From an optimization exercise on the open Yosys and OpenROAD flow, aimed at small area; shortcuts taken in it are not production practice. In this exercise RTL edits were held to simulation tests only and were not proved equivalent to the original. No activity file was given, so power comes from the tool's default toggle rates.

$ cat flow/flow/run.sh
#!/bin/bash
# Own layout flow: the standard ORFS flow (standard.sh, synthesis included),
# with three changes to how the layout is made:
#  - after floorplanning, gates that synthesis upsized beyond what timing needs
#    are downsized (flow/post_floorplan.tcl);
#  - the input and output ports are buffered by buf_2 cells instead of the
#    resizer's default delay-buffer choice;
#  - clock tree synthesis clusters up to 28 flip-flops within 70 um per
#    clkbuf_16 leaf buffer and inserts no dummy loads.
set -euo pipefail
bash standard.sh \
  "POST_FLOORPLAN_TCL=$PWD/flow/post_floorplan.tcl" \
  "BUFFER_PORTS_ARGS=-buffer_cell sky130_fd_sc_hd__buf_2" \
  "CTS_ARGS=-sink_clustering_enable -repair_clock_nets -dont_use_dummy_load -buf_list sky130_fd_sc_hd__clkbuf_16 -sink_clustering_size 28 -sink_clustering_max_diameter 70" \
  finish > standard_flow.log 2>&1
$ cat flow/flow/post_floorplan.tcl
# Downsize gates that have timing slack to spare (before placement; the
# placement and routing repairs that follow fix slew, capacitance and timing).
repair_timing -recover_power 100 -verbose
$ cat flow/standard.sh
#!/bin/bash
# synth_recipe.tcl (not shown) runs the flow's synth.tcl, then flattens the netlist and writes it again
# the make line also repeats each setting of config.mk as NAME=value (left out here)
make -C /OpenROAD-flow-scripts/flow DESIGN_CONFIG=/design/flow/config.mk WORK_HOME=/design/flow/orfs CLKGATE_MAP_FILE= SYNTH_SCRIPT=/design/flow/synth_recipe.tcl "${@:-finish}"
$ cat flow/config.mk
export PLATFORM = sky130hd
export DESIGN_NAME = regfile_scoreboard
export DESIGN_NICKNAME = regfile_scoreboard
export VERILOG_FILES = /design/flow/design.v
export SDC_FILE = /design/flow/constraint.sdc
export NUM_CORES = 4
export LEC_CHECK = 0
export CAP_MARGIN = 15
export CORE_MARGIN = 2
export CORE_UTILIZATION = 58
export SETUP_SLACK_MARGIN = 0.3
export SLEW_MARGIN = 15
export SYNTH_HIERARCHICAL = 1
export SYNTH_MINIMUM_KEEP_SIZE = 0
$ cat flow/constraint.sdc
create_clock -name core_clock -period 6.0 [get_ports {clk}]
set_input_delay 1.2000 -clock core_clock [delete_from_list [all_inputs] [get_ports {clk}]]
set_output_delay 1.2000 -clock core_clock [all_outputs]
set_load 0.01 [all_outputs]
$ cat flow/design.v
module regfile_scoreboard #(
  parameter int unsigned nregs = 32,
  parameter int unsigned nbits = 32
) (
  input  logic                     clk,
  input  logic                     rst,
  input  logic [$clog2(nregs)-1:0] rs1_addr,
  input  logic                     rs1_en,
  output logic [nbits-1:0]         rs1_data,
  input  logic [$clog2(nregs)-1:0] rs2_addr,
  input  logic                     rs2_en,
  output logic [nbits-1:0]         rs2_data,
  input  logic                     issue_val,
  input  logic [$clog2(nregs)-1:0] issue_waddr,
  input  logic                     wb_en,
  input  logic [$clog2(nregs)-1:0] wb_addr,
  input  logic [nbits-1:0]         wb_data,
  output logic                     stall,
  output logic [nregs-1:0]         pending
);
  localparam int unsigned ngrp = (nregs + 2) / 3;   
  logic [nbits-1:0] q [1:nregs-1];    
  logic             ph;
  logic [nregs-1:1] pend;
  logic [nregs-1:1] wb_dec, iss_dec;
  logic [nregs-1:1] row_w, row_wn;
  logic [nregs-1:1] sel1, sel2;
  logic [nbits-1:0] wb_x;
  logic             byp1, byp2;
  logic             phx1, phx2;
  logic             busy1, busy2, busy_w;
  logic             issue_fire;
  logic [3:0] wb_lo, rs1_lo, rs2_lo, iss_lo;
  logic [7:0] wb_hi, rs1_hi, rs2_hi, iss_hi;
  logic [nregs-1:1] wb_dec_n;
  logic             rst_n;
  always_comb begin
    for (int unsigned k = 0; k < 4; k++) begin
      wb_lo[k]  = wb_en && (wb_addr[1:0] == k);
      rs1_lo[k] = (rs1_addr[1:0] == k);
      rs2_lo[k] = (rs2_addr[1:0] == k);
      iss_lo[k] = (issue_waddr[1:0] == k);
    end
    for (int unsigned k = 0; k < 8; k++) begin
      wb_hi[k]  = (wb_addr[4:2] == k);
      rs1_hi[k] = (rs1_addr[4:2] == k);
      rs2_hi[k] = (rs2_addr[4:2] == k);
      iss_hi[k] = (issue_waddr[4:2] == k);
    end
    rst_n  = ~rst;
    wb_dec = ~wb_dec_n;
    wb_x   = wb_data ^ {nbits{ph}};
  end
  for (genvar i = 1; i < nregs; i++) begin : g_dec
    rf_nand2 u_wd  (.a(wb_lo[i%4]), .b(wb_hi[i/4]), .y(wb_dec_n[i]));
    rf_nand2 u_w   (.a(wb_dec_n[i]), .b(rst_n), .y(row_w[i]));
    rf_or2   u_wn  (.a(wb_dec_n[i]), .b(rst), .y(row_wn[i]));
    rf_and3  u_s1  (.a(rs1_lo[i%4]), .b(rs1_hi[i/4]), .c(wb_dec_n[i]), .y(sel1[i]));
    rf_and3  u_s2  (.a(rs2_lo[i%4]), .b(rs2_hi[i/4]), .c(wb_dec_n[i]), .y(sel2[i]));
    rf_and2  u_is  (.a(iss_lo[i%4]), .b(iss_hi[i/4]), .y(iss_dec[i]));
  end
  for (genvar i = 1; i < nregs; i++) begin : g_row
    for (genvar b = 0; b < nbits; b++) begin : g_bit
      logic d;
      rf_hold_cell u_hold (.q(q[i][b]), .w(row_w[i]), .wn(row_wn[i]), .c(wb_x[b]), .d(d));
      always_ff @(posedge clk) q[i][b] <= d;
    end
  end
  always_ff @(posedge clk) begin
    if (rst) ph <= 1'b0;
    else     ph <= ~ph;
  end
  always_comb begin
    byp1 = wb_en && (rs1_addr == wb_addr) && (rs1_addr != '0);
    byp2 = wb_en && (rs2_addr == wb_addr) && (rs2_addr != '0);
    phx1 = ph && (rs1_addr != '0);
    phx2 = ph && (rs2_addr != '0);
  end
  for (genvar b = 0; b < nbits; b++) begin : g_rd
    logic [3*ngrp-1:0] t1, s1, t2, s2;
    logic [ngrp-1:0]   n1, n2;
    always_comb begin
      t1 = '0; s1 = '0; t2 = '0; s2 = '0;
      for (int unsigned i = 1; i < nregs; i++) begin
        t1[i-1] = q[i][b]; s1[i-1] = sel1[i];
        t2[i-1] = q[i][b]; s2[i-1] = sel2[i];
      end
      t1[nregs-1] = wb_x[b]; s1[nregs-1] = byp1;
      t2[nregs-1] = wb_x[b]; s2[nregs-1] = byp2;
    end
    for (genvar g = 0; g < ngrp-1; g++) begin : g_grp
      rf_aoi222 u1 (.a0(t1[3*g]), .s0(s1[3*g]), .a1(t1[3*g+1]), .s1(s1[3*g+1]),
                    .a2(t1[3*g+2]), .s2(s1[3*g+2]), .y(n1[g]));
      rf_aoi222 u2 (.a0(t2[3*g]), .s0(s2[3*g]), .a1(t2[3*g+1]), .s1(s2[3*g+1]),
                    .a2(t2[3*g+2]), .s2(s2[3*g+2]), .y(n2[g]));
    end
    rf_rdfin u_f1 (.n(n1[ngrp-2:0]), .a0(t1[3*ngrp-3]), .s0(s1[3*ngrp-3]),
                   .a1(t1[3*ngrp-2]), .s1(s1[3*ngrp-2]), .phx(phx1), .y(rs1_data[b]));
    rf_rdfin u_f2 (.n(n2[ngrp-2:0]), .a0(t2[3*ngrp-3]), .s0(s2[3*ngrp-3]),
                   .a1(t2[3*ngrp-2]), .s1(s2[3*ngrp-2]), .phx(phx2), .y(rs2_data[b]));
  end
  always_comb begin
    busy1      = |(sel1 & pend);
    busy2      = |(sel2 & pend);
    busy_w     = |(iss_dec & pend & ~wb_dec);
    stall      = (rs1_en && busy1) || (rs2_en && busy2) || (issue_val && busy_w);
    issue_fire = issue_val && !stall;
    pending    = {pend, 1'b0};
  end
  always_ff @(posedge clk) begin
    if (rst) pend <= '0;
    else     pend <= (pend & ~wb_dec) | (iss_dec & {(nregs-1){issue_fire}});
  end
endmodule
module rf_hold_cell (
  input  logic q,
  input  logic w,
  input  logic wn,
  input  logic c,
  output logic d
);
  assign d = ~((q | w) & (wn | c));
endmodule
module rf_aoi222 (
  input  logic a0, s0, a1, s1, a2, s2,
  output logic y
);
  assign y = ~((a0 & s0) | (a1 & s1) | (a2 & s2));
endmodule
module rf_rdfin (
  input  logic [9:0] n,
  input  logic       a0, s0, a1, s1,
  input  logic       phx,
  output logic       y
);
  logic g, o0, o1, o2, p0, p1, m;
  rf_ao22  u_p  (.a0(a0), .s0(s0), .a1(a1), .s1(s1), .y(g));
  rf_nand4 u_o0 (.a(n[0]), .b(n[1]), .c(n[2]), .d(n[3]), .y(o0));
  rf_nand4 u_o1 (.a(n[4]), .b(n[5]), .c(n[6]), .d(n[7]), .y(o1));
  rf_nand2 u_o2 (.a(n[8]), .b(n[9]), .y(o2));
  rf_nor2  u_p0 (.a(o0), .b(o1), .y(p0));
  rf_nor2  u_p1 (.a(o2), .b(g), .y(p1));
  rf_nand2 u_m  (.a(p0), .b(p1), .y(m));
  rf_xor2  u_y  (.a(m), .b(phx), .y(y));
endmodule
module rf_ao22 (
  input  logic a0, s0, a1, s1,
  output logic y
);
  assign y = (a0 & s0) | (a1 & s1);
endmodule
module rf_nand4 (
  input  logic a, b, c, d,
  output logic y
);
  assign y = ~(a & b & c & d);
endmodule
module rf_nand2 (
  input  logic a, b,
  output logic y
);
  assign y = ~(a & b);
endmodule
module rf_or2 (
  input  logic a, b,
  output logic y
);
  assign y = a | b;
endmodule
module rf_and2 (
  input  logic a, b,
  output logic y
);
  assign y = a & b;
endmodule
module rf_and3 (
  input  logic a, b, c,
  output logic y
);
  assign y = a & b & c;
endmodule
module rf_nor2 (
  input  logic a, b,
  output logic y
);
  assign y = ~(a | b);
endmodule
module rf_xor2 (
  input  logic a, b,
  output logic y
);
  assign y = a ^ b;
endmodule
==> results of run 1 <==
worst paths after layout:
kind / from / end / cells after the start
setup / recovery: wb_addr[1] / rs2_data[28] / 14
hold / removal: q[10][18]$_DFF_P_ / q[10][18]$_DFF_P_ / 1
setup reg to reg: ph$_SDFF_PP0_ / q[31][17]$_DFF_P_ / 3
hold reg to reg: q[10][18]$_DFF_P_ / q[10][18]$_DFF_P_ / 1
placed cells by master, fill, tap and decap left out, types with 4 or more instances in the layout:
cell / instances
dfxtp_1: 1023
o22ai_1: 994
a222oi_1: 644
buf_4: 219
nand2_1: 188
buf_2: 151
nand4_1: 139
nor2_1: 135
xor2_1: 68
a22o_1: 66
and3_1: 56
clkbuf_16: 51
nand3_1: 37
and2_1: 34
a32o_1: 31
or2_1: 31
a22oi_1: 24
xor2_4: 19
buf_12: 16
xor2_2: 13
nor3b_1: 11
and3_2: 10
nand2_2: 9
nor2b_1: 7
nor3_1: 7
and3_4: 5
buf_6: 5
diode_2: 4
nor4_1: 4
buf_8: 4
through the flow:
step	area, um^2	instances	util, %	hold slack [ns]	worst slack [ns]
after global placement	42800	4827	65.0	0.451	0.263
after detailed placement	42800	4827	65.0	0.459	0.279
final	44400	4895	67.4	0.476	0.116
after CTS	44000	4875	66.8	0.474	0.364
after floorplan	38700	3598	-	0.443	1.26
after global routing	44400	4892	67.4	0.488	0.180
Yosys stat by module, one instance, submodules excluded, a selection:
module / cell area, um^2 / cells inside / flops+latches
rf_xor2: 8.76 / 1 / 0
rf_hold_cell: 6.26 / 1 / 0
rf_and2: 6.26 / 1 / 0
regfile_scoreboard: 22200 / 1268 / 1024
rf_nand4: 6.26 / 1 / 0
rf_nand2: 3.75 / 1 / 0
rf_ao22: 8.76 / 1 / 0
cell families after synthesis:
group,Yosys count
flops,1024
other cells,1
xor+xnor,100
compound gates,1765
simple gates,685
buf+inv,23
synth_stat cells, drive strengths merged:
master,n,area [um^2]
nand3,37,185
clkbuf,12,45.0
buf,6,52.5
nand4,139,870
o21ai,2,10.0
and4b,1,10.0
o22ai,994,6220
xor2,100,876
and3,71,444
nand2,198,743
a22o,66,578
a32o,31,310
nor4,4,25.0
nor2,137,514
or2,31,194
nor3,7,35.0
inv,5,18.8
nor3b,14,105
conb,1,3.75
nor2b,7,43.8
a22oi,24,180
and2,36,225
and3b,3,26.3
dfxtp,1024,20500
a221oi,2,17.5
o41ai,2,32.5
a222oi,644,6450
routing by layer:
| metal | wire length (um) | share of wire (%) | GRT usage, % | up-vias |
|---|---|---|---|---|
| met5 | 223 | 0.11 | 0.277 | - |
| met4 | 21200 | 10 | 42.4 | 24 |
| met3 | 41200 | 20 | 29.5 | 1453 |
| met2 | 78000 | 38 | 75.3 | 5068 |
| met1 | 64200 | 31 | 66.3 | 20900 |
| li1 | - | - | - | 17100 |
area by class of cell:
cell class              count  area, um^2
inverters                   5        22.5
clock buffers              48        1200
multi-input cells        2551       18600
repair buffers            399        2920
diodes                      4        10.0
fillers                  5172       21500
flip-flops and latches   1024       20500
well taps                 864        1080
power breakdown:
part	switching, mW	total, mW	internal (mW)
sequential	0.457	7.80	7.34
combinational	1.53	2.21	0.680
clock	2.19	3.62	1.43
total	4.18	13.6	9.45
timing repair:
| action | 4_1_cts | 5_1_grt |
|---|---|---|
| setup buffers | 0 | 13 |
| endpoints found under the setup margin | 3 | 35 |
| pin swaps | 0 | 15 |
| resized for setup | 2 | 70 |
| cloned | 0 | 3 |
worst max-delay path: cells and delay by family:
| family | cells | cell delay [ns] |
|---|---|---|
| simple gates | 6 | 1.52 |
| buf+inv | 6 | 1.15 |
| xor+xnor | 1 | 0.43 |
| compound gates | 1 | 0.36 |
registers in the layout, summed over array words and instances, names as in the netlist:
register / count
pend: 31
ph: 1
q: 992
==> summary.txt, run 1 <==
Yosys
  – Register area share after synthesis: between 50% and 60%
  – Synthesis Warnings: 9
  – Synth cell types: 29
  – Xor and xnor area share after synthesis: 2.26%
  – Post-Syn Nets: roughly 3700
  – Mux cell area share after synthesis: 0%
  – Mean Syn Cell Area: 10.8 um^2
  – Flops & latches, synth: between 1000 and 1500
  – Synth Area in Compound Gates: a little over a third
  – Mapped cell area: roughly 39000 um^2
  – Mapped Cells: between 3000 and 4000
  – Main combinational cell family by area after synthesis: compound AO/OA/AOI/OAI gates
  – Synth Area in Adders: 0%
  – Synth Area in Simple Gates: between 8 and 9%

Die
  – Die outline height: about 260 um
  – Core Footprint: around 66000 um^2
  – Die Wd: between 200 and 300 um
  – Site Rows: 94
  – Initial Util: between 50% and 60%
  – I/O pin total: around 160
  – Die area: between 60000 and 70000 um^2

Setup path
  – CP Class: primary input to primary output
  – Reg-to-reg slack, setup: approximately 3.3 ns
  – Critical Path End Type: primary output
  – Startpoint types: primary input
  – CP required: 4.80 ns
  – Critical-path cell list: buf_2 > inv_1 > nor3b_1 > buf_4 > buf_4 > nand2_1 > and3_1 > buf_4 > a222oi_1 > nand2_1 > nor2_1 > nand2_1 > xor2_1 > buf_2
  – Worst Path Max Fanout: 31
  – CP max stage delay: a little over 0.5 ns
  – Crit path max-delay cell type: and3_1
  – Arrival @ worst endpoint: 4.68 ns

Placed design
  – HPWL after DPL: 123 mm
  – PortBufs: ~150
  – GP Congestion: ~1

STA
  – Post-Route Setup TNS: 0 ns
  – Fin crit share: 98.1%
  – RSZ-0062 raised after global routing: yes
  – Fmax: between 150 and 200 MHz
  – Final Hold Viols: 0
  – Min Clock Period, post-route: a little under 6 ns
  – # setup viols final: 0
  – Final Slew Violations: 0
  – Clk_skew: between 0.06 and 0.07 ns
  – Slew margin rel.: between 10% and 20%
  – Tightest Pin Transition: approximately 1.3 ns

Global route
  – First-pass GRT wire length: around 290 mm
  – GRT Util Overall: around 56%
  – Initial antenna violation count: 13
  – Vias in the first global route: roughly 42000
  – Largest net degree at the start of global routing: 39
  – GR Overflow Total: 0

Cells and area
  – Final net count: slightly above 4000
  – Area grow syn2layout: 14.6%
  – Share of cells above drive strength 1: between 10% and 20%

Clock network
  – Sink Count: roughly 1000
  – Clock latency (worst-skew pair): a little under 0.7 ns
  – CTS tree: built
  – # hold bufs at CTS: 0
  – Clock root cell: clkbuf_16
  – CTS Buf Count: 48
  – Max clock buf depth: 3
  – H-tree levels: 2
  – Clock slew at reported path FFs: about 0.080 ns

Power and ir drop
  – Leak: roughly 17 nW
  – Tot Pwr: between 10 and 15 mW
  – Pwr/cell area: about 310 nW/um^2
  – Maximum vdd drop: around 0.24 mV

Route
  – Via Count: between 40000 and 50000
  – Initial DRC Count: 13100
  – DR DRC count: 0
  – Final wirelength: around 200 mm
  – Post-route ant nets: 0
  – Via density: 9.10
  – Drt wl/cell: 41.8 um
  – DRT Pass-1 Iters: 20

Job
  – Max Cap Viol: 0

Run status
  – Run status: finished clean

Worst hold path
  – Tightest Hold Check Type: flip-flop to flip-flop
==> inputs of run 2 (changes only) <==
==> flow/flow/run.sh (replaced) <==
#!/bin/bash
# Own layout flow: the standard ORFS flow (standard.sh, synthesis included),
# with three changes to how the layout is made:
#  - after floorplanning, gates that synthesis upsized beyond what timing needs
#    are downsized (flow/post_floorplan.tcl);
#  - the input and output ports are buffered by buf_1 cells (the resizer upsizes them where timing needs it) instead of the
#    resizer's default delay-buffer choice;
#  - clock tree synthesis clusters up to 28 flip-flops within 70 um per
#    clkbuf_16 leaf buffer and inserts no dummy loads.
set -euo pipefail
bash standard.sh \
  "POST_FLOORPLAN_TCL=$PWD/flow/post_floorplan.tcl" \
  "BUFFER_PORTS_ARGS=-buffer_cell sky130_fd_sc_hd__buf_1" \
  "CTS_ARGS=-sink_clustering_enable -repair_clock_nets -dont_use_dummy_load -buf_list sky130_fd_sc_hd__clkbuf_16 -sink_clustering_size 28 -sink_clustering_max_diameter 70" \
  finish > standard_flow.log 2>&1
==> summary.txt, run 2 <==
Global route
  – First-pass GRT wire length: 290 mm (+0.93%)
  – GR Overflow Total: 0 (unchanged)
  – Largest net degree at the start of global routing: 63 (+62%)
  – GRT Util Overall: 56.6% (+0.89 points)
  – Vias in the first global route: 42400 (+1.3%)
  – Initial antenna violation count: 11 (-2)

Setup path
  – CP max stage delay: 0.80 ns (+0.29 ns)
  – Critical path depth: 12 (-2)
  – Number of cells on the worst reg-to-reg path: 4 (+1)
  – CP required: 4.80 ns (about the same)
  – Critical R2R Launch: ph$_SDFF_PP0_
  – Startpoint types: primary input
  – Arrival @ worst endpoint: 4.64 ns (-0.04 ns)
  – Worst Path Max Fanout: 13 (-58%)
  – Critical Path End Type: primary output
  – WP buf/inv: 4 (-2)
  – Crit path max-delay cell type: nand4_1
  – CP Class: primary input to primary output
  – CP top delay family: simple AND/OR/NAND/NOR gates
  – CP most frequent cell: nand2_1
  – Critical-path cell list: clkbuf_2 > inv_1 > and3_1 > nand2_1 > and3_2 > buf_4 > a222oi_1 > nand4_1 > nor2_1 > nand2_1 > xor2_1 > buf_1
  – Critical Path Source: wb_addr[3]

STA
  – Fmax: 171 MHz (+0.67%)
  – WHS: 0.472 ns (-0.00330 ns)
  – Post-Route Setup TNS: 0 ns (unchanged)
  – RSZ-0062 raised after global routing: yes
  – Min Clock Period, post-route: 5.84 ns (-0.0392 ns)
  – Tightest Pin Transition: 1.29 ns (+0.0118 ns)
  – Slew margin rel.: 13.8% (-0.72 points)
  – Clk_skew: 0.0577 ns (-0.00267 ns)
  – Worst setup margin: 0.156 ns (+0.0392 ns)
  – Final Slew Violations: 0 (unchanged)
  – Fin crit share: 97.4% (-0.65 points)
  – # setup viols final: 0 (unchanged)
  – Final Hold Viols: 0 (unchanged)

Yosys
  – Most numerous cell in the Yosys netlist: dfxtp_1
  – Synthesis Warnings: 9 (unchanged)
  – Mapped cell area: 38700 um^2 (unchanged)
  – Synth area leader: dfxtp_1
  – Synth area leaders: dfxtp_1, a222oi_1, o22ai_1
  – Synth top cells by count: dfxtp_1, o22ai_1, a222oi_1
  – Register area share after synthesis: 53.0% (unchanged)
  – Mapped Cells: 3598 (unchanged)
  – Top cell type's share of synthesized area: 53.0% (unchanged)
  – Mean Syn Cell Area: 10.8 um^2 (unchanged)
  – Number of flops mapped to enable cells by yosys: 0 (unchanged)
  – Post-Syn Nets: 3656 (unchanged)
  – Most used flip-flop cell after synthesis: dfxtp_1
  – Synth cell types: 29 (unchanged)
  – Async S/R FF share, synth: 0% (unchanged)
  – Flops & latches, synth: 1024 (unchanged)

Cells and area
  – Final net count: 4079 (-0.20%)
  – Top flop regs: q (992), pend (31), ph (1)
  – Most frequent cells in the layout: dfxtp_1, o22ai_1, a222oi_1, buf_4, nand2_1
  – Register with the most flip-flops: q
  – Max FFs per register: 992 (unchanged)
  – Final Cell Area: 44200 um^2 (-0.29%)
  – Area grow syn2layout: 14.3%
  – Non-filler instance count after layout: 4889 (-0.12%)
  – Post-layout util: 67.2% (-0.20 points)
  – Share of cells above drive strength 1: 8.78% (-4.0 points)
  – Commonest non-fill, non-tap cell in the layout: dfxtp_1

Route
  – DRT Pass-1 Iters: 22 (+10%)
  – Via Count: 45000 (+1.0%)
  – Drt wl/cell: 42.2 um (+0.93%)
  – Initial DRC Count: 13200 (+0.95%)
  – Post-route ant nets: 0 (unchanged)
  – Via density: 9.20 (+1.2%)
  – DR DRC count: 0 (unchanged)
  – Final wirelength: 206 mm (+0.81%)

Run status
  – Run status: finished clean

Clock network
  – Clock latency (worst-skew pair): 0.70 ns (about the same)
  – H-tree levels: 2 (unchanged)
  – CTS Buf Count: 50 (+4.2%)
  – Clock root cell: clkbuf_16
  – Sink Count: 1024 (unchanged)
  – Clock slew at reported path FFs: 0.05 ns (-0.03 ns)
  – Max clock buf depth: 3 (unchanged)
  – CTS tree: built

Die
  – I/O pin total: 155 (unchanged)
  – Die area: 68800 um^2 (unchanged)
  – Die outline height: 262 um (unchanged)
  – Site Rows: 94 (unchanged)
  – Core Footprint: 65900 um^2 (unchanged)
  – Die Wd: 262 um (unchanged)
  – Initial Util: 58.8% (unchanged)

Job
  – Max Cap Viol: 0 (unchanged)

Worst hold path
  – Tightest Hold Check Type: flip-flop to flip-flop
  – Hold_sp: q[3][26]$_DFF_P_
  – Hold depth: 1 (unchanged)

Placed design
  – HPWL after DPL: 122 mm (-0.46%)
  – GP Congestion: 1.10 (+10%)
  – Setup WS pre-CTS: 0.313 ns (+0.0343 ns)
  – PortBufs: 153 (unchanged)
  – Post-DP Area: 42900 um^2 (+0.15%)
  – Placed insts: 4831 (+0.083%)

Power and ir drop
  – Leak: 16.2 nW (-3.0%)
  – Tot Pwr: 13.7 mW (+0.12%)
  – Maximum vdd drop: 0.247 mV (+2.7%)
  – Pwr/cell area: 309 nW/um^2 (+0.41%)
==> run 2: cell count changes in the layout (fill, tap and decap cells not counted), sizes merged <==
cell,delta
buf,-11
clkinvlp,-1
inv,+1
clkbuf,+3
diode,+2
==> run 2: layout make-up <==
type / count / area (um^2)
tap: 864 / 1080
multi-input combinational: 2551 / 18600
inverter: 5 / 18.8
clock buffer: 50 / 1250
fill: 5155 / 21600
timing repair buffer: 389 / 2740
sequential: 1024 / 20500
antenna: 6 / 15.0
==> run 2: cell families (layout without fill, tap and decap cells) <==
logic type             after synthesis  in the layout  share of synthesized area [%]
other                                1              7                        0.00969
AO/OA/AOI/OAI                     1765           1765                           35.6
XOR/XNOR                           100            100                           2.26
buffers and inverters               23            444                          0.301
flip-flops                        1024           1024                           53.0
AND/OR/NAND/NOR                    685            685                           8.84
==> run 2: timing repair <==
item	CTS	global route
setup buffers	0	2
hold buffers	0	0
hold endpoints to repair	0	0
setup endpoints to repair	0	45
resized for setup	0	39
==> run 2: final timing paths <==
path	to	slack (ns)
min	q[3][26]$_DFF_P_	0.47
min reg2reg	q[3][26]$_DFF_P_	0.47
max reg2reg	q[5][15]$_DFF_P_	3.05
max	rs1_data[23]	0.16
==> run 2: where the power goes <==
part	leakage, nW	switching, mW	internal (mW)
registers	8.58	0.456	7.34
logic	7.04	1.52	0.644
clock network	0.616	2.21	1.49
total	16.2	4.18	9.47
==> run 2: routing by layer <==
metal | up-vias | global-route usage [%] | wire length (um)
met2 | 5288 | 74.4 | 76600
met3 | 1610 | 32.7 | 41700
li1 | 17100 | - | -
met4 | 14 | 46.6 | 23200
met5 | - | 2.49 | 260
met1 | 21000 | 65.7 | 64700
==> run 2: per-module statistics from Yosys (local to each module, per instance), a selection <==
module	cells	area (um^2)
regfile_scoreboard	1268	22200
rf_ao22	1	8.76
rf_and2	1	6.26
rf_nor2	1	3.75
rf_or2	1	6.26
rf_nand2	1	3.75
rf_and3	1	6.26
rf_aoi222	1	10.0

[what the ideal ports hide]
The flow's constraints put no driver on any port. The routed layouts listed below were extracted and timed again, unchanged, in two steps. Step 1, drivers: a clkbuf_16 drives clk and a buf_2 each remaining input, both assumed. Step 2 adds t to the input delays and takes it off the output delays; t is the mean of the earliest and latest rising clock arrival at the registers after step 1. Input paths then give back, and output paths get back, about the clock's delay inside the block. Slacks: no drivers / after step 1 / after step 2; pairs: no drivers / after step 1.
run | shift t [ns] | setup WS [ns] | worst hold slack (ns) | latest minus earliest clock arrival (ns)
run 1 | 0.707 | 0.116 / 0.089 / 0.089 | 0.476 / 0.476 / 0.476 | 0.108 / 0.107
run 2 | 0.720 | 0.156 / 0.131 / 0.131 | 0.472 / 0.472 / 0.472 | 0.103 / 0.104
After both steps setup and hold are still met in every run listed. For run 1, which loses most, drivers alone change the setup slack by -0.027 ns; drivers and shift together by -0.027 ns.
